Background: an optimization exercise with open tools, aiming at small area, a short achievable clock period and few clock cycles. Do not read the settings as production practice.
Function was checked by simulation only, so behaviour that the tests miss may differ from the original.
Power figures rest on the tool's default switching activity, not on a simulated workload.

<file path="design/flow/design.v">
package spbfa_pkg;
   localparam int MODE_W       = 2;
   localparam int AMOUNT_W     = 16;
   localparam int SLOT_INDEX_W = 6;
   localparam int COUNT_W      = 7;
   localparam int CFG_SLOTS_W  = 7;
   localparam int CFG_CAP_W    = 16;
   localparam int CSR_DATA_W   = 32;
   localparam int CSR_ADDR_W   = 3;
   typedef enum logic [MODE_W-1:0] {
      MODE_BEST_FIT  = 2'd0,
      MODE_FIRST_FIT = 2'd1,
      MODE_RELEASE   = 2'd2,
      MODE_NOP       = 2'd3
   } mode_type;
   typedef enum logic [1:0] {
      STATUS_OK          = 2'd0,
      STATUS_FULL        = 2'd1,
      STATUS_BAD_REQUEST = 2'd2,
      STATUS_NOT_FOUND   = 2'd3
   } status_type;
   localparam logic REG_INITIAL_SLOTS    = 1'b0;
   localparam logic REG_INITIAL_CAPACITY = 1'b1;
   localparam logic [CFG_SLOTS_W-1:0] CFG_SLOTS_RESET = 7'd0;
   localparam logic [CFG_CAP_W-1:0]   CFG_CAP_RESET   = 16'd1;
endpackage
import spbfa_pkg::*;
module slot_pool_best_fit_allocator #(
   parameter int MAX_SLOTS     = 64,
   parameter int CAPACITY_BITS = 16
) (
   input  logic                  clock,
   input  logic                  reset,
   input  logic                  csr_psel,
   input  logic                  csr_penable,
   input  logic                  csr_pwrite,
   input  logic [CSR_ADDR_W-1:0] csr_paddr,
   input  logic [CSR_DATA_W-1:0] csr_pwdata,
   output logic [CSR_DATA_W-1:0] csr_prdata,
   output logic                  csr_pready,
   input  logic                    req_valid,
   output logic                    req_ready,
   input  logic [MODE_W-1:0]       req_mode,
   input  logic [AMOUNT_W-1:0]     req_amount,
   input  logic [SLOT_INDEX_W-1:0] req_slot_index,
   output logic                    rsp_valid,
   input  logic                    rsp_ready,
   output logic [SLOT_INDEX_W-1:0] rsp_granted_slot,
   output logic                    rsp_created,
   output logic [1:0]              rsp_status,
   output logic [COUNT_W-1:0]      rsp_free_slots,
   output logic [COUNT_W-1:0]      rsp_total_slots
);
   localparam int N         = MAX_SLOTS;
   localparam int CW        = CAPACITY_BITS;
   localparam int SLOT_W    = $clog2(N);
   localparam int CNT_W     = $clog2(N + 1);
   localparam int DIV_STEPS = 2;                  
   localparam int DIV_CYC   = CW / DIV_STEPS;
   localparam int DCNT_W    = $clog2(DIV_CYC + 1);
   localparam logic [CNT_W-1:0] MAX_COUNT = CNT_W'(N);
   localparam logic [2:0] PH_FIRST = 3'd0;    
   localparam logic [2:0] PH_LOAD  = 3'd1;    
   localparam logic [2:0] PH_CMP   = 3'd2;    
   localparam logic [2:0] PH_CHECK = 3'd3;    
   localparam logic [2:0] PH_DIV   = 3'd4;    
   localparam logic [2:0] PH_BOUND = 3'd5;    
   localparam logic [2:0] PH_TCMP  = 3'd6;    
   localparam logic [2:0] PH_TIE   = 3'd7;    
   logic [CFG_SLOTS_W-1:0] cfg_slots_ff;
   logic [CFG_CAP_W-1:0]   cfg_cap_ff;
   logic                   csr_write;
   logic                   csr_sel_cap;
   logic [CFG_SLOTS_W-1:0] new_slots;
   logic [CFG_CAP_W-1:0]   new_cap;
   logic [CNT_W-1:0]       new_n;
   assign csr_pready  = 1'b1;
   assign csr_write   = csr_psel & csr_penable & csr_pwrite;
   assign csr_sel_cap = (csr_paddr[CSR_ADDR_W-1] == REG_INITIAL_CAPACITY);
   always_ff @(posedge clock) begin
      if (reset) begin
         cfg_slots_ff <= CFG_SLOTS_RESET;
         cfg_cap_ff   <= CFG_CAP_RESET;
      end else if (csr_write) begin
         if (csr_sel_cap) cfg_cap_ff   <= csr_pwdata[CFG_CAP_W-1:0];
         else             cfg_slots_ff <= csr_pwdata[CFG_SLOTS_W-1:0];
      end
   end
   assign csr_prdata = csr_sel_cap ? CSR_DATA_W'(cfg_cap_ff) : CSR_DATA_W'(cfg_slots_ff);
   assign new_slots = csr_sel_cap ? cfg_slots_ff : csr_pwdata[CFG_SLOTS_W-1:0];
   assign new_cap   = csr_sel_cap ? csr_pwdata[CFG_CAP_W-1:0] : cfg_cap_ff;
   assign new_n     = (new_slots > CFG_SLOTS_W'(N)) ? MAX_COUNT : CNT_W'(new_slots);
   function automatic logic cap_ge(input logic [CW-1:0] c, input logic [CW:0] x);
      logic r;
      r = 1'b1;
      for (int b = 0; b < CW; b++) begin
         r = (c[b] & ~x[b]) | ((c[b] | ~x[b]) & r);
      end
      cap_ge = r & ~x[CW];
   endfunction
   function automatic logic [N-1:0] therm(input logic [CNT_W-1:0] n);
      logic [N-1:0] t;
      logic r;
      logic [CNT_W-1:0] k;
      for (int i = 0; i < N; i++) begin
         k = CNT_W'(i);
         r = 1'b0;
         for (int b = 0; b < CNT_W; b++) begin
            r = (n[b] & ~k[b]) | ((n[b] | ~k[b]) & r);
         end
         t[i] = r;
      end
      therm = t;
   endfunction
   logic [CW-1:0]     cap_ff [N];
   logic [N-1:0]      free_ff;
   logic [N-1:0]      ltb_ff;         
   logic [CNT_W-1:0]  total_ff;
   logic [CNT_W-1:0]  free_cnt_ff;
   logic [CNT_W-1:0]  base_n_ff;      
   logic [N-1:0]      base_vec;       
   logic                    ex_valid_ff;
   logic [MODE_W-1:0]       ex_mode_ff;
   logic [AMOUNT_W-1:0]     ex_amount_ff;
   logic [SLOT_INDEX_W-1:0] ex_idx_ff;
   logic [2:0]              ex_phase_ff;
   logic                    ge_ok_ff;       
   logic                    pend_valid_ff;
   logic [MODE_W-1:0]       pend_mode_ff;
   logic [AMOUNT_W-1:0]     pend_amount_ff;
   logic [SLOT_INDEX_W-1:0] pend_idx_ff;
   logic                    req_ready_ff;
   logic [N-1:0]      ge_ff;          
   logic [N-1:0]      fit_ff;         
   logic [SLOT_W-1:0] cand_idx_ff;    
   logic [CW:0]       cand_cap_ff;    
   logic              chained_ff;     
   logic [CW-1:0]     rem_ff;         
   logic [DCNT_W-1:0] div_cnt_ff;
   logic                    rsp_valid_ff;
   logic [SLOT_INDEX_W-1:0] rsp_granted_ff;
   logic                    rsp_created_ff;
   logic [1:0]              rsp_status_ff;
   logic [COUNT_W-1:0]      rsp_free_ff;
   logic [COUNT_W-1:0]      rsp_total_ff;
   assign base_vec = therm(base_n_ff);
   logic          x_cand;      
   logic          x_redo;      
   logic [CW:0]   cmp_x;
   logic [N-1:0]  ge;
   assign x_cand = ex_valid_ff & ((ex_phase_ff == PH_CMP) | (ex_phase_ff == PH_TCMP));
   assign x_redo = ex_valid_ff & (ex_phase_ff == PH_FIRST) & ~ge_ok_ff;
   always_comb begin
      if (x_cand)      cmp_x = cand_cap_ff;
      else if (x_redo) cmp_x = {1'b0, ex_amount_ff};
      else if (pend_valid_ff) cmp_x = {1'b0, pend_amount_ff};
      else             cmp_x = {1'b0, req_amount};
   end
   for (genvar i = 0; i < N; i++) begin : g_cmp
      assign ge[i] = cap_ge(cap_ff[i], cmp_x);
   end
   always_ff @(posedge clock) begin
      ge_ff <= ge;
   end
   logic [N-1:0]      sel_vec;
   logic [N-1:0]      sel_pre;     
   logic [N-1:0]      sel_hot;     
   logic              sel_any;
   logic              sel_fast;
   logic [SLOT_W-1:0] sel_idx;
   assign sel_vec = (ex_phase_ff == PH_FIRST) ? (free_ff & ge_ff) : (fit_ff & ~ge_ff);
   always_comb begin
      logic [N-1:0] p;
      p = {sel_vec[N-2:0], 1'b0};
      for (int s = 1; s < N; s = s * 2) begin
         p = p | (p << s);
      end
      sel_pre = p;
   end
   assign sel_hot = sel_vec & ~sel_pre;
   assign sel_any = |sel_vec;
   assign sel_fast = ((|(sel_vec & base_vec)) & ~(|(sel_vec & ltb_ff)))
                   | ~(|(sel_vec & sel_pre));
   always_comb begin
      sel_idx = '0;
      for (int i = 0; i < N; i++) begin
         if (sel_hot[i]) sel_idx = sel_idx | SLOT_W'(i);
      end
   end
   logic [N-1:0]  cand_hot;
   logic [CW-1:0] cand_cap;
   always_comb begin
      cand_cap = '0;
      for (int i = 0; i < N; i++) begin
         cand_hot[i] = (cand_idx_ff == SLOT_W'(i));
         cand_cap    = cand_cap | (cap_ff[i] & {CW{cand_hot[i]}});
      end
   end
   logic [CW-1:0] rem_step;
   logic [CW-1:0] div_bits;
   logic [CW:0]   bound;
   assign div_bits = cand_cap_ff[CW-1:0] << (div_cnt_ff * DIV_STEPS);
   always_comb begin
      logic [CW:0] r;
      r = {1'b0, rem_ff};
      for (int k = 0; k < DIV_STEPS; k++) begin
         r = {r[CW-1:0], div_bits[CW-1-k]};
         if (r >= {1'b0, ex_amount_ff}) r = r - {1'b0, ex_amount_ff};
      end
      rem_step = r[CW-1:0];
   end
   assign bound = cand_cap_ff - {1'b0, rem_ff} + {1'b0, ex_amount_ff};
   logic              out_free;      
   logic              is_alloc;
   logic              done;          
   logic              grant;         
   logic              grant_cand;    
   logic              append;
   logic              rel_ok;
   logic              rel_was_used;
   logic [1:0]        status;
   logic [2:0]        phase_in;
   assign out_free     = ~rsp_valid_ff | rsp_ready;
   assign is_alloc     = (ex_mode_ff == MODE_BEST_FIT) | (ex_mode_ff == MODE_FIRST_FIT);
   assign rel_ok       = (CNT_W'(ex_idx_ff) < total_ff);
   assign rel_was_used = ~free_ff[ex_idx_ff];
   always_comb begin
      done       = 1'b0;
      grant      = 1'b0;
      grant_cand = 1'b0;
      append     = 1'b0;
      status     = STATUS_OK;
      phase_in   = ex_phase_ff;
      unique case (ex_phase_ff)
         PH_FIRST: begin
            if (ge_ok_ff) begin
               unique case (ex_mode_ff)
                  MODE_BEST_FIT: begin
                     if (ex_amount_ff == '0) begin
                        done   = 1'b1;
                        status = STATUS_BAD_REQUEST;
                     end else if (sel_any && sel_fast) begin
                        done  = 1'b1;
                        grant = 1'b1;
                     end else if (sel_any) begin
                        phase_in = PH_LOAD;
                     end else begin
                        done = 1'b1;
                        if (total_ff == MAX_COUNT) status = STATUS_FULL;
                        else append = 1'b1;
                     end
                  end
                  MODE_FIRST_FIT: begin
                     done = 1'b1;
                     if (sel_any) grant = 1'b1;
                     else if (total_ff == MAX_COUNT) status = STATUS_FULL;
                     else append = 1'b1;
                  end
                  MODE_RELEASE: begin
                     done = 1'b1;
                     if (!rel_ok) status = STATUS_NOT_FOUND;
                  end
                  default: done = 1'b1;
               endcase
            end
         end
         PH_LOAD:  phase_in = PH_CMP;
         PH_CMP:   phase_in = PH_CHECK;
         PH_CHECK: begin
            if (sel_any) begin
               phase_in = PH_LOAD;
            end else if (chained_ff) begin
               phase_in = PH_DIV;
            end else begin
               done       = 1'b1;
               grant      = 1'b1;
               grant_cand = 1'b1;
            end
         end
         PH_DIV: begin
            if (div_cnt_ff == DCNT_W'(DIV_CYC - 1)) phase_in = PH_BOUND;
         end
         PH_BOUND: phase_in = PH_TCMP;
         PH_TCMP:  phase_in = PH_TIE;
         default: begin
            done  = 1'b1;
            grant = 1'b1;
         end
      endcase
   end
   logic commit;      
   logic advance;     
   logic ex_take;     
   logic req_take;
   assign commit   = ex_valid_ff & done & out_free;
   assign advance  = ex_valid_ff & ~done;
   assign req_take = req_valid & req_ready_ff;
   assign ex_take  = ~ex_valid_ff | commit;
   logic [N-1:0]      grant_vec;
   logic [SLOT_W-1:0] grant_idx;
   assign grant_vec = grant_cand ? cand_hot : sel_hot;
   assign grant_idx = grant_cand ? cand_idx_ff : sel_idx;
   logic          rebuild;
   logic [CW:0]   app_wide;
   logic [CW-1:0] app_cap;
   logic          app_lt_base;
   assign rebuild     = csr_write;
   assign app_wide    = {1'b0, ex_amount_ff} + ((ex_mode_ff == MODE_FIRST_FIT) ? 17'd1 : 17'd0);
   assign app_cap     = app_wide[CW] ? {CW{1'b1}} : app_wide[CW-1:0];
   assign app_lt_base = (app_cap < cfg_cap_ff);
   for (genvar i = 0; i < N; i++) begin : g_cap
      always_ff @(posedge clock) begin
         if (rebuild) begin
            cap_ff[i] <= new_cap;
            ltb_ff[i] <= 1'b0;
         end else if (ex_valid_ff && is_alloc && (total_ff == CNT_W'(i))) begin
            cap_ff[i] <= app_cap;
            ltb_ff[i] <= app_lt_base;
         end
      end
   end
   logic [CNT_W-1:0] free_cnt_in, total_in;
   logic [N-1:0]     free_in;
   always_comb begin
      free_in     = free_ff;
      free_cnt_in = free_cnt_ff;
      total_in    = total_ff;
      if (commit) begin
         if (grant) begin
            free_in     = free_ff & ~grant_vec;
            free_cnt_in = free_cnt_ff - CNT_W'(1);
         end
         if (append) total_in = total_ff + CNT_W'(1);
         if ((ex_mode_ff == MODE_RELEASE) && rel_ok) begin
            free_in[ex_idx_ff] = 1'b1;
            if (rel_was_used) free_cnt_in = free_cnt_ff + CNT_W'(1);
         end
      end
      if (rebuild) begin
         free_in     = therm(new_n);
         free_cnt_in = new_n;
         total_in    = new_n;
      end
   end
   always_ff @(posedge clock) begin
      if (reset) begin
         free_ff     <= '0;
         free_cnt_ff <= '0;
         total_ff    <= '0;
         base_n_ff   <= '0;
      end else begin
         if (rebuild) base_n_ff <= new_n;
         free_ff     <= free_in;
         free_cnt_ff <= free_cnt_in;
         total_ff    <= total_in;
      end
   end
   always_ff @(posedge clock) begin
      if (ex_take) begin
         chained_ff <= 1'b0;
      end else if (advance) begin
         unique case (ex_phase_ff)
            PH_FIRST: begin
               fit_ff      <= sel_vec;
               cand_idx_ff <= sel_idx;
            end
            PH_LOAD: begin
               cand_cap_ff <= {1'b0, cand_cap};
            end
            PH_CHECK: begin
               chained_ff  <= 1'b1;
               cand_idx_ff <= sel_idx;
               rem_ff      <= '0;
               div_cnt_ff  <= '0;
            end
            PH_DIV: begin
               rem_ff      <= rem_step;
               div_cnt_ff  <= div_cnt_ff + DCNT_W'(1);
            end
            PH_BOUND: begin
               cand_cap_ff <= bound;
            end
            default: ;
         endcase
      end
   end
   always_ff @(posedge clock) begin
      if (reset) begin
         ex_valid_ff   <= 1'b0;
         pend_valid_ff <= 1'b0;
         req_ready_ff  <= 1'b1;
         ex_phase_ff   <= PH_FIRST;
         ge_ok_ff      <= 1'b0;
      end else begin
         if (ex_take) begin
            ex_valid_ff <= pend_valid_ff | req_take;
            ex_phase_ff <= PH_FIRST;
            ge_ok_ff    <= 1'b1;
         end else begin
            ge_ok_ff <= x_redo;
            if (advance) begin
               ex_phase_ff <= phase_in;
            end else if (ex_phase_ff == PH_CHECK) begin
               ex_phase_ff <= PH_CMP;
            end else if (ex_phase_ff == PH_TIE) begin
               ex_phase_ff <= PH_TCMP;
            end
         end
         pend_valid_ff <= ex_take ? 1'b0 : (pend_valid_ff | req_take);
         req_ready_ff  <= ex_take ? 1'b1 : ~(pend_valid_ff | req_take);
      end
   end
   always_ff @(posedge clock) begin
      if (ex_take) begin
         if (pend_valid_ff) begin
            ex_mode_ff   <= pend_mode_ff;
            ex_amount_ff <= pend_amount_ff;
            ex_idx_ff    <= pend_idx_ff;
         end else begin
            ex_mode_ff   <= req_mode;
            ex_amount_ff <= req_amount;
            ex_idx_ff    <= req_slot_index;
         end
      end
      if (!pend_valid_ff) begin
         pend_mode_ff   <= req_mode;
         pend_amount_ff <= req_amount;
         pend_idx_ff    <= req_slot_index;
      end
   end
   always_ff @(posedge clock) begin
      if (reset) begin
         rsp_valid_ff <= 1'b0;
      end else begin
         rsp_valid_ff <= commit | (rsp_valid_ff & ~rsp_ready);
      end
   end
   always_ff @(posedge clock) begin
      if (commit) begin
         rsp_status_ff  <= status;
         rsp_created_ff <= append;
         rsp_free_ff    <= COUNT_W'(free_cnt_in);
         rsp_total_ff   <= COUNT_W'(total_in);
         if (grant)
            rsp_granted_ff <= grant_idx;
         else if (append)
            rsp_granted_ff <= total_ff[SLOT_W-1:0];
         else if ((ex_mode_ff == MODE_RELEASE) && rel_ok)
            rsp_granted_ff <= SLOT_W'(ex_idx_ff);
         else
            rsp_granted_ff <= '0;
      end
   end
   assign req_ready        = req_ready_ff;
   assign rsp_valid        = rsp_valid_ff;
   assign rsp_granted_slot = rsp_granted_ff;
   assign rsp_created      = rsp_created_ff;
   assign rsp_status       = rsp_status_ff;
   assign rsp_free_slots   = rsp_free_ff;
   assign rsp_total_slots  = rsp_total_ff;
endmodule
</file>
<file path="design/flow/run.sh">
#!/bin/bash
# synth_recipe.tcl (not shown) runs the flow's synth.tcl, then flattens the netlist and writes it again
# the make line also repeats each setting of config.mk as NAME=value (left out here)
make -C /OpenROAD-flow-scripts/flow DESIGN_CONFIG=/design/flow/config.mk WORK_HOME=/design/flow/orfs CLKGATE_MAP_FILE= SYNTH_SCRIPT=/design/flow/synth_recipe.tcl finish
</file>
<file path="design/flow/config.mk">
export PLATFORM = sky130hd
export DESIGN_NAME = slot_pool_best_fit_allocator
export DESIGN_NICKNAME = slot_pool_best_fit_allocator
export VERILOG_FILES = /design/flow/design.v
export SDC_FILE = /design/flow/constraint.sdc
export NUM_CORES = 4
export LEC_CHECK = 0
export CAP_MARGIN = 20
export CORE_MARGIN = 2
export CORE_UTILIZATION = 40
export SLEW_MARGIN = 20
</file>
<file path="design/flow/constraint.sdc">
create_clock -name core_clock -period 7.0 [get_ports {clock}]
set_input_delay 1.4000 -clock core_clock [delete_from_list [all_inputs] [get_ports {clock}]]
set_output_delay 1.4000 -clock core_clock [all_outputs]
set_load 0.01 [all_outputs]
</file>
==> results of run 1 <==
==> worst max-delay path, delay by kind of cell (launching register included) <==
family                   cells  cell delay, ps
adder cells (fa/ha/maj)      3             890
XOR/XNOR                     1              80
flip-flops                   1             450
AND/OR/NAND/NOR              5             910
AO/OA/AOI/OAI               11            2370
buffers and inverters        3             350
multiplexers                 4            1140
==> metrics by stage <==
stage                     worst slack [ps]  util [%]  hold WS (ps)  area (sq um)  total power (uW)
after floorplan                        313         -           446         81200             14100
after global placement                 115      44.0           458         88800             17700
after detailed placement               324      44.0           464         88900             17800
after CTS                              225      46.8           472         94500             26800
after global routing                  43.2      46.9           490         94600             27700
final                                  489      46.9           476         94700             27300
==> cell families (layout without fill, tap and decap cells) <==
| kind of cell | count (synthesis) | count (layout) | share of synthesized area (%) |
|---|---|---|---|
| AOI/OAI and AO/OA | 3009 | 3009 | 25.9 |
| and+or+nand+nor | 2285 | 2285 | 13.4 |
| DFF | 1446 | 1446 | 50.2 |
| buffers and inverters | 877 | 1242 | 4.23 |
| adders and majority gates | 234 | 234 | 3.36 |
| muxes | 141 | 141 | 2.20 |
| xor gates and xnor gates | 59 | 59 | 0.637 |
| other | 2 | 51 | 0.00926 |
==> state kept, by name, indices dropped and copies added, names as in the netlist, 3 cells and up <==
register	flops
ex_amount_ff	16
rsp_granted_ff	6
cfg_slots_ff	7
div_cnt_ff	4
ltb_ff	64
free_cnt_ff	7
free_ff	64
cand_cap_ff	17
cfg_cap_ff	16
ex_idx_ff	6
pend_idx_ff	6
cap_ff	1024
fit_ff	64
base_n_ff	6
rsp_free_ff	7
ge_ff	64
rem_ff	16
rsp_total_ff	7
ex_phase_ff	3
total_ff	7
pend_amount_ff	16
cand_idx_ff	6
==> layout by cell type, fill, tap and decap left out, types with 229 or more instances in the layout <==
cell	Yosys	routed
edfxtp_1	1178	1178
nand2_1	625	624
a21oi_1	575	557
nor2_1	621	556
buf_4	19	512
o21ai_0	441	368
a22oi_1	314	314
inv_1	289	289
dfxtp_1	268	268
a221oi_1	230	229
==> area by class of cell <==
cell class / count / share of cell area [%]
Antenna cell: 34 / 0.0898
Multi-Input combinational cell: 5745 / 40.3
Timing Repair Buffer: 650 / 6.05
Tap cell: 2672 / 3.53
Sequential cell: 1446 / 43.0
Clock inverter: 88 / 1.03
Clock buffer: 215 / 4.85
Inverter: 289 / 1.15
==> routing by layer <==
metal	share of wire [%]	global-route usage, %
met1	38	59.8
met2	38	59.5
met3	17	23.1
met4	7.2	27.1
met5	0.041	0
==> worst min-delay path by stage <==
stage / start / to / slack, ps / depth (start not counted)
after floorplan: cfg_cap_ff[1] / cfg_cap_ff[1] / 450 / 2
after global placement: ltb_ff[13] / ltb_ff[13] / 460 / 2
after detailed placement: ltb_ff[55] / ltb_ff[55] / 460 / 2
after CTS: ltb_ff[16] / ltb_ff[16] / 470 / 2
after global routing: ltb_ff[47] / ltb_ff[47] / 490 / 2
final: ltb_ff[43] / ltb_ff[43] / 480 / 2
==> power by group <==
part           switching (uW)  leakage (uW)  internal (uW)
clock                    4000       0.00271           5210
combinational            5170        0.0163           2210
sequential                712        0.0130          10000
total                    9890        0.0320          17400
==> what timing repair did <==
item                                    4_1_cts  5_1_grt
endpoints found under the setup margin        0       16
buffers inserted                              0        0
gates resized for setup                       0        7
hold buffers                                  0        0
==> out/metrics.csv, run 1 <==
metric;value;unit
status;no timing/DRC/antenna violations;
Yosys Warn Count;2;
Iter 0 DRT Violations;15500;
vias per inst;7.28;
EDFF count, synth;1178;
Post-Place Cells;10800;
fin cells;11100;
Clock Sinks;1446;
initial antenna violation count;56;
critical path class;reg2reg;
GP Congestion;1.09;
max cap viols;0;
Tmin final;6510;ps
Chip Width;454;microns
row count;165;
leakage power;0.0320;uW
Worst Tran Pin Value;1320;ps
CP max FO;9;
Worst EP arrival;7040;ps
port bufs;88;
Slew headroom;12.1;%
R2R setup slack;490;ps
Critical Path Max Stage Delay;600;ps
sequential element share of the synthesized area;50.2;%
DRT Pass-1 Iters;10;
Clock Skew;47.8;ps
CTS root buffer;clkbuf_16;
Tcrit/Tclk final;93.0;%
Critical Path End Type;register;
CP startpoint;div_cnt_ff[0];
Cell Area, Synth;81100;sq um
first-pass GRT wire length;637;mm
R2R Path Start;div_cnt_ff[0];
flops & latches, synth;1446;
multi-input logic area;38200;sq um
FF+latch area;40700;sq um
final setup TNS;0;ps
RSZ-0062 raised after global routing;false;
largest net degree at the start of global routing;140;
Routed WL per cell;43.8;microns
CTS tree;built;
vias after detailed routing;81100;
post-synthesis cell count;8053;
Worst Setup EP;rem_ff[2];
I/O Pins;124;
final hold viol count;0;
vias in the first global route;71200;
worst reg2reg path depth;27;
drt drc;0;
share of the synthesized area in the top cell type;43.6;%
Peak VDD IR;0.000251;V
depth of the CTS H-tree;4;
Post-Route WL;488;mm
Fill cells;18600;
Final setup viols;0;
grt ovf;0;
Max Freq;154;MHz
layout cell share with drive strength beyond 1;14.0;%
Mean Syn Cell Area;10.1;sq um
cts bufs inserted;168;
top cells by area, synth;edfxtp_1 44%, dfxtp_1 6.6%, a21oi_1 3.5%;
GR Util All Layers;45.7;%
Reg clk slew, reported paths;60;ps
Top FF cell, synth;edfxtp_1;
FFs w/ async S/R, synth;0;%
Final ANT Viol Nets;0;
Die ar.;206000;sq um
Yosys top cell by area;edfxtp_1;
most frequent cell after synthesis;edfxtp_1;
Post-synth top cells;1178 x edfxtp_1, 625 x nand2_1, 621 x nor2_1, 575 x a21oi_1, 509 x clkbuf_1;
die height;454;microns
Max clock buf depth;3;
starting density of the core;40.2;%
post-synthesis cell type count;99;
R2R Path End;rem_ff[2];
max-slew violations;0;
Required @ worst endpoint;7530;ps
synthesis-to-layout area growth;16.8;%
nets;8466;
min-delay worst type;reg2reg;
CP startpoint kind;register;
Critical-path top delay cell;a2111oi_0;
Core Area;202000;sq um
worst skew pair latency;860;ps
Crit path top cell by count;a21oi_1;
HPWL after DPL;364;mm
power per cell area;289;nW/um^2
Testbench counts, summed over its fixed seeds: cycles 11,161.
==> inputs of run 2 (changes only) <==
--- a/design/flow/design.v
+++ b/design/flow/design.v
@@ -56,5 +56,5 @@
    localparam int SLOT_W    = $clog2(N);
    localparam int CNT_W     = $clog2(N + 1);
-   localparam int DIV_STEPS = 2;                  
+   localparam int DIV_STEPS = 1;                  
    localparam int DIV_CYC   = CW / DIV_STEPS;
    localparam int DCNT_W    = $clog2(DIV_CYC + 1);
@@ -120,4 +120,5 @@
    logic [CNT_W-1:0]  base_n_ff;      
    logic [N-1:0]      base_vec;       
+   logic              fill_ff;        
    logic                    ex_valid_ff;
    logic [MODE_W-1:0]       ex_mode_ff;
@@ -125,4 +126,5 @@
    logic [SLOT_INDEX_W-1:0] ex_idx_ff;
    logic [2:0]              ex_phase_ff;
+   logic                    in_first_ff;    
    logic                    ge_ok_ff;       
    logic                    pend_valid_ff;
@@ -136,4 +138,6 @@
    logic [CW:0]       cand_cap_ff;    
    logic              chained_ff;     
+   logic [CW-1:0]     prev_cap_ff;    
+   logic              far_ff;         
    logic [CW-1:0]     rem_ff;         
    logic [DCNT_W-1:0] div_cnt_ff;
@@ -169,5 +173,5 @@
    logic              sel_fast;
    logic [SLOT_W-1:0] sel_idx;
-   assign sel_vec = (ex_phase_ff == PH_FIRST) ? (free_ff & ge_ff) : (fit_ff & ~ge_ff);
+   assign sel_vec = in_first_ff ? (free_ff & ge_ff) : (fit_ff & ~ge_ff);
    always_comb begin
       logic [N-1:0] p;
@@ -200,5 +204,5 @@
    logic [CW-1:0] div_bits;
    logic [CW:0]   bound;
-   assign div_bits = cand_cap_ff[CW-1:0] << (div_cnt_ff * DIV_STEPS);
+   assign div_bits = prev_cap_ff;
    always_comb begin
       logic [CW:0] r;
@@ -270,4 +274,8 @@
             if (sel_any) begin
                phase_in = PH_LOAD;
+            end else if (chained_ff && far_ff) begin
+               done       = 1'b1;
+               grant      = 1'b1;
+               grant_cand = 1'b1;
             end else if (chained_ff) begin
                phase_in = PH_DIV;
@@ -337,6 +345,6 @@
          end
       end
+      if (fill_ff) free_in = base_vec;
       if (rebuild) begin
-         free_in     = therm(new_n);
          free_cnt_in = new_n;
          total_in    = new_n;
@@ -349,5 +357,7 @@
          total_ff    <= '0;
          base_n_ff   <= '0;
+         fill_ff     <= 1'b0;
       end else begin
+         fill_ff     <= rebuild;
          if (rebuild) base_n_ff <= new_n;
          free_ff     <= free_in;
@@ -366,7 +376,12 @@
             end
             PH_LOAD: begin
+               prev_cap_ff <= cand_cap_ff[CW-1:0];
                cand_cap_ff <= {1'b0, cand_cap};
             end
+            PH_CMP: begin
+               far_ff <= ({1'b0, prev_cap_ff} - cand_cap_ff) >= {1'b0, ex_amount_ff};
+            end
             PH_CHECK: begin
+               prev_cap_ff <= cand_cap_ff[CW-1:0];    
                chained_ff  <= 1'b1;
                cand_idx_ff <= sel_idx;
@@ -376,4 +391,5 @@
             PH_DIV: begin
                rem_ff      <= rem_step;
+               prev_cap_ff <= prev_cap_ff << DIV_STEPS;
                div_cnt_ff  <= div_cnt_ff + DCNT_W'(1);
             end
@@ -385,4 +401,12 @@
       end
    end
+   logic [2:0] phase_nx;
+   always_comb begin
+      phase_nx = ex_phase_ff;
+      if (ex_take)                         phase_nx = PH_FIRST;
+      else if (advance)                    phase_nx = phase_in;
+      else if (ex_phase_ff == PH_CHECK)    phase_nx = PH_CMP;
+      else if (ex_phase_ff == PH_TIE)      phase_nx = PH_TCMP;
+   end
    always_ff @(posedge clock) begin
       if (reset) begin
@@ -391,19 +415,14 @@
          req_ready_ff  <= 1'b1;
          ex_phase_ff   <= PH_FIRST;
+         in_first_ff   <= 1'b1;
          ge_ok_ff      <= 1'b0;
       end else begin
+         ex_phase_ff <= phase_nx;
+         in_first_ff <= (phase_nx == PH_FIRST);
          if (ex_take) begin
             ex_valid_ff <= pend_valid_ff | req_take;
-            ex_phase_ff <= PH_FIRST;
             ge_ok_ff    <= 1'b1;
          end else begin
             ge_ok_ff <= x_redo;
-            if (advance) begin
-               ex_phase_ff <= phase_in;
-            end else if (ex_phase_ff == PH_CHECK) begin
-               ex_phase_ff <= PH_CMP;
-            end else if (ex_phase_ff == PH_TIE) begin
-               ex_phase_ff <= PH_TCMP;
-            end
          end
          pend_valid_ff <= ex_take ? 1'b0 : (pend_valid_ff | req_take);
--- a/design/flow/config.mk
+++ b/design/flow/config.mk
@@ -6,6 +6,8 @@
 export NUM_CORES = 4
 export LEC_CHECK = 0
-export CAP_MARGIN = 20
+export ABC_CLOCK_PERIOD_IN_PS = 4500
+export CAP_MARGIN = 30
 export CORE_MARGIN = 2
-export CORE_UTILIZATION = 40
-export SLEW_MARGIN = 20
+export CORE_UTILIZATION = 35
+export SETUP_SLACK_MARGIN = 2.0
+export SLEW_MARGIN = 30
==> run 2 against run 1 <==
Core utilization fell by 4.6 points. Clock-buffer cell count decreased by 7. Final cell count is 6.2% higher. Combinational power is 5.8% lower. Clock power increased by 0.5%. Maximum frequency rose by 23%. Final area up 4.8%. Synthesized cell count rose by 2.4%. Wire length decreased by 5.3%. Worst setup slack better by 1200 ps. First-iteration DRC count down 7.2%. Highest routed layer unchanged.
==> out/metrics.csv, run 2 <==
metric;value;unit;change
status;no timing/DRC/antenna violations;;
P_sw;9430;uW;-4.6%
R2R Path End;cand_cap_ff[15];;
Core Area;235000;sq um;+16%
RSZ-0062 raised after global routing;true;;
row count;178;;+7.9%
grt ovf;0;;unchanged
vias after detailed routing;79800;;-1.6%
CTS root buffer;clkbuf_16;;
worst reg2reg path depth;10;;-63%
leakage power;0.0349;uW;+8.9%
most common cell after layout, fill and taps aside;edfxtp_1;;
top cells by area, synth;edfxtp_1 44%, dfxtp_1 6.6%, maj3_1 4.5%;;
Cell Area, Synth;82400;sq um;+1.5%
Die ar.;239000;sq um;+16%
logic gate share of total power;25.7;%;-1.3 points
sequential share of power;40.0;%;+0.7 points
HPWL after DPL;335;mm;-7.8%
Worst Setup EP;cand_cap_ff[15];;
max-slew violations;0;;unchanged
Final ANT Viol Nets;0;;unchanged
Post-Route WL;462;mm;-5.3%
Yosys Warn Count;2;;unchanged
CTS tree;built;;
DRT Pass-1 Iters;10;;unchanged
Clock Sinks;1466;;+1.4%
die height;489;microns;+7.7%
Post-synth top cells;1196 x edfxtp_1, 866 x nand2_1, 612 x nor2_1, 579 x nand3_1, 515 x clkbuf_1;;
Critical Path Max Stage Delay;880;ps;+280 ps
sequential element share of the synthesized area;50.2;%;-0.053 points
final hold viol count;0;;unchanged
synthesis-to-layout area growth;20.5;%;
first-pass GRT wire length;610;mm;-4.3%
drt drc;0;;unchanged
Top FF cell, synth;edfxtp_1;;
starting density of the core;35.1;%;-5.1 points
R2R Path Start;cand_idx_ff[4];;
GR Util All Layers;37.0;%;-8.7 points
CP startpoint kind;register;;
worst skew pair latency;880;ps;+20 ps
Int Power;17600;uW;+0.77%
layout cell share with drive strength beyond 1;18.0;%;+3.9 points
GP Congestion;1.09;;-0.41%
cts bufs inserted;168;;unchanged
Reg clk slew, reported paths;70;ps;about the same
critical path class;reg2reg;;
share of the synthesized area in the top cell type;43.6;%;about the same
Critical-path top delay cell;a221oi_1;;
Critical Path End Type;register;;
count of buffer and inverter cells on the critical path;0;;-3
initial antenna violation count;20;;-64%
nets;8698;;+2.7%
flops & latches, synth;1466;;+1.4%
Yosys top cell by area;edfxtp_1;;
Worst Hold Slack;462;ps;-14.1 ps
Clock Skew;67.0;ps;+19.2 ps
Max Freq;189;MHz;+23%
final setup TNS;0;ps;unchanged
FFs w/ async S/R, synth;0;%;unchanged
max reg flops;1024;;unchanged
Chip Width;489;microns;+7.7%
worst hold stages;2;;unchanged
Crit path top cell by count;nand4_1;;
CP Cell Sequence;nand2b_1, nor2_2, a22o_1, a221oi_1, nand4_1, nor3_1, nand4_1, nor3_2, a311oi_1, o311a_1;;
switching part of the total;34.9;%;-1.2 points
Peak VDD IR;0.000208;V;-17%
Tmin final;5280;ps;-1230 ps
vias in the first global route;71900;;+0.94%
FF+latch area;41300;sq um;+1.5%
max cap viols;0;;unchanged
I/O Pins;124;;unchanged
largest net degree at the start of global routing;129;;-7.9%
Clk network pwr share;34.3;%;+0.6 points
Slew headroom;8.41;%;-3.6 points
multi-input logic area;40500;sq um;+6.2%
Worst EP arrival;5890;ps;-1150 ps
Final setup viols;0;;unchanged
Fill cells;22200;;+19%
vias per inst;6.75;;-7.3%
R2R setup slack;1720;ps;+1230 ps
register name with the most flops;cap_ff;;
Worst Tran Pin Value;1370;ps;+53.3 ps
most frequent cell after synthesis;edfxtp_1;;
min-delay worst type;reg2reg;;
Mean Syn Cell Area;9.99;sq um;-0.81%
Tcrit/Tclk final;75.5;%;-18 points
post-synthesis cell count;8243;;+2.4%
Iter 0 DRT Violations;14400;;-7.2%
CP startpoint;cand_idx_ff[4];;
most frequent cells in the layout;1196 x edfxtp_1, 816 x nand2_1, 541 x nand3_1, 528 x nor2_1, 457 x buf_4;;
Routed WL per cell;39.1;microns;-11%
Required @ worst endpoint;7600;ps;+70 ps
power per cell area;272;nW/um^2;-5.7%
CP max FO;8;;-1
critical path depth in cells;10;;-63%
depth of the CTS H-tree;4;;unchanged
post-synthesis cell type count;102;;+3.0%
port bufs;88;;unchanged
EDFF count, synth;1196;;+1.5%
CP delay by family, top;simple AND/OR/NAND/NOR gates;;
Max clock buf depth;3;;unchanged
==> run 2: changes by cell type after synthesis, sizes merged, moves of 65 or more <==
cell	delta
nand3	+362
o21ai	-209
o221ai	-129
maj3	+240
nor3	-124
o41ai	-68
a21oi	-86
o211ai	-68
nor4	+65
nand2	+239
==> run 2: per-stage QoR <==
step / setup slack [ps] / std cells / cell area, sq um / total power (uW) / util (%)
finish: 1720 / 11800 / 99200 / 27000 / 42.3
floorplan: 2070 / 8258 / 82400 / 13900 / -
detailed placement: 623 / 11300 / 89300 / 16900 / 38.1
CTS: 1870 / 11700 / 96900 / 26300 / 41.3
global placement: 510 / 11300 / 89200 / 16800 / 38.0
global route: 1760 / 11800 / 99200 / 27500 / 42.3
==> run 2: worst min-delay path by stage <==
stage                     from    endpoint
finish              ltb_ff[22]  ltb_ff[22]
global route         ltb_ff[6]   ltb_ff[6]
CTS                 ltb_ff[22]  ltb_ff[22]
detailed placement  ltb_ff[22]  ltb_ff[22]
global placement    ltb_ff[22]  ltb_ff[22]
floorplan            ltb_ff[0]   ltb_ff[0]
==> run 2: power by group through the flow <==
stage | combinational [uW] | sequential [uW] | clock, uW
final | 6950 | 10800 | 9260
after global placement | 5890 | 10900 | 0
after global routing | 7090 | 10800 | 9570
after detailed placement | 5930 | 10900 | 0
after floorplan | 3330 | 10600 | 0
after CTS | 6260 | 10800 | 9250
==> run 2: cell families after synthesis <==
kind of cell / Yosys count / synth area share, %
AND/OR/NAND/NOR: 2876 / 16.7
AO/OA/AOI/OAI: 2327 / 20.1
flip-flops: 1466 / 50.2
buffers and inverters: 907 / 4.32
adder cells (fa/ha/maj): 491 / 6.49
multiplexers: 117 / 1.64
XOR/XNOR: 57 / 0.606
other: 2 / 0.00912
==> run 2: layout make-up <==
| cell class | count | area share, % |
|---|---|---|
| antenna | 20 | 0.0504 |
| clock buffer | 208 | 4.54 |
| clock inverter | 104 | 1.12 |
| inverter | 317 | 1.25 |
| multi-input combinational | 5888 | 40.8 |
| sequential | 1466 | 41.7 |
| tap | 3150 | 3.97 |
| timing repair buffer | 674 | 6.57 |
==> run 2: layer usage <==
metal	GRT usage, %	vias to the layer above	routed length, microns
li1	-	32300	-
met1	45.2	39100	164000
met2	53.6	6661	190000
met3	9.37	1817	54700
met4	33.2	4	52900
met5	0	-	29
==> run 2: worst reg2reg max path, delay by kind of cell, from the launching register on <==
family / cells / cell delay [ps]
DFF: 1 / 860
AOI/OAI and AO/OA: 4 / 1530
and+or+nand+nor: 6 / 2650
==> run 2: timing repair <==
| item | in CTS | in global routing |
|---|---|---|
| cloned | 8 | 10 |
| resized for setup | 269 | 360 |
| pin swaps | 67 | 118 |
| setup endpoints to repair | 353 | 349 |
| hold endpoints to repair | 0 | 0 |
| hold buffers | 0 | 0 |
| setup buffers | 78 | 63 |
Testbench counts of run 2, summed over its fixed seeds: cycles 10,798.

## what the ideal ports hide
In the flow no input, the clock included, has a driving cell. The finished layouts below were timed again as built, in two steps. Step 1 (the two cells are an assumption about what drives the block):
set clk [get_ports {clock}]
set_driving_cell -lib_cell sky130_fd_sc_hd__clkbuf_16 $clk
set_driving_cell -lib_cell sky130_fd_sc_hd__buf_2 [delete_from_list [all_inputs] $clk]
Step 2 adds t to the input delays and takes it off the output delays; t is the mean of the earliest and latest rising clock arrival at the registers after step 1. Input paths then give back, and output paths get back, about the clock's delay inside the block. a / b / c = ideal ports / drivers / drivers and shift; a / b = the first two.
run | shift t [ns] | setup slack, ns | worst setup path at the end | worst register clock-pin slew, ns | pins driven straight from the clock port
run 1 | 0.942 | 0.489 / 0.489 / 0.267 | input to register | 0.07 / 0.07 | 1
run 2 | 0.949 | 1.716 / 1.716 / 0.968 | input to register | 0.07 / 0.07 | 1
After both steps every run listed still meets setup and hold. The setup slack of run 2, which loses most, moves by 0.000 ns with the drivers and by -0.748 ns with both steps.
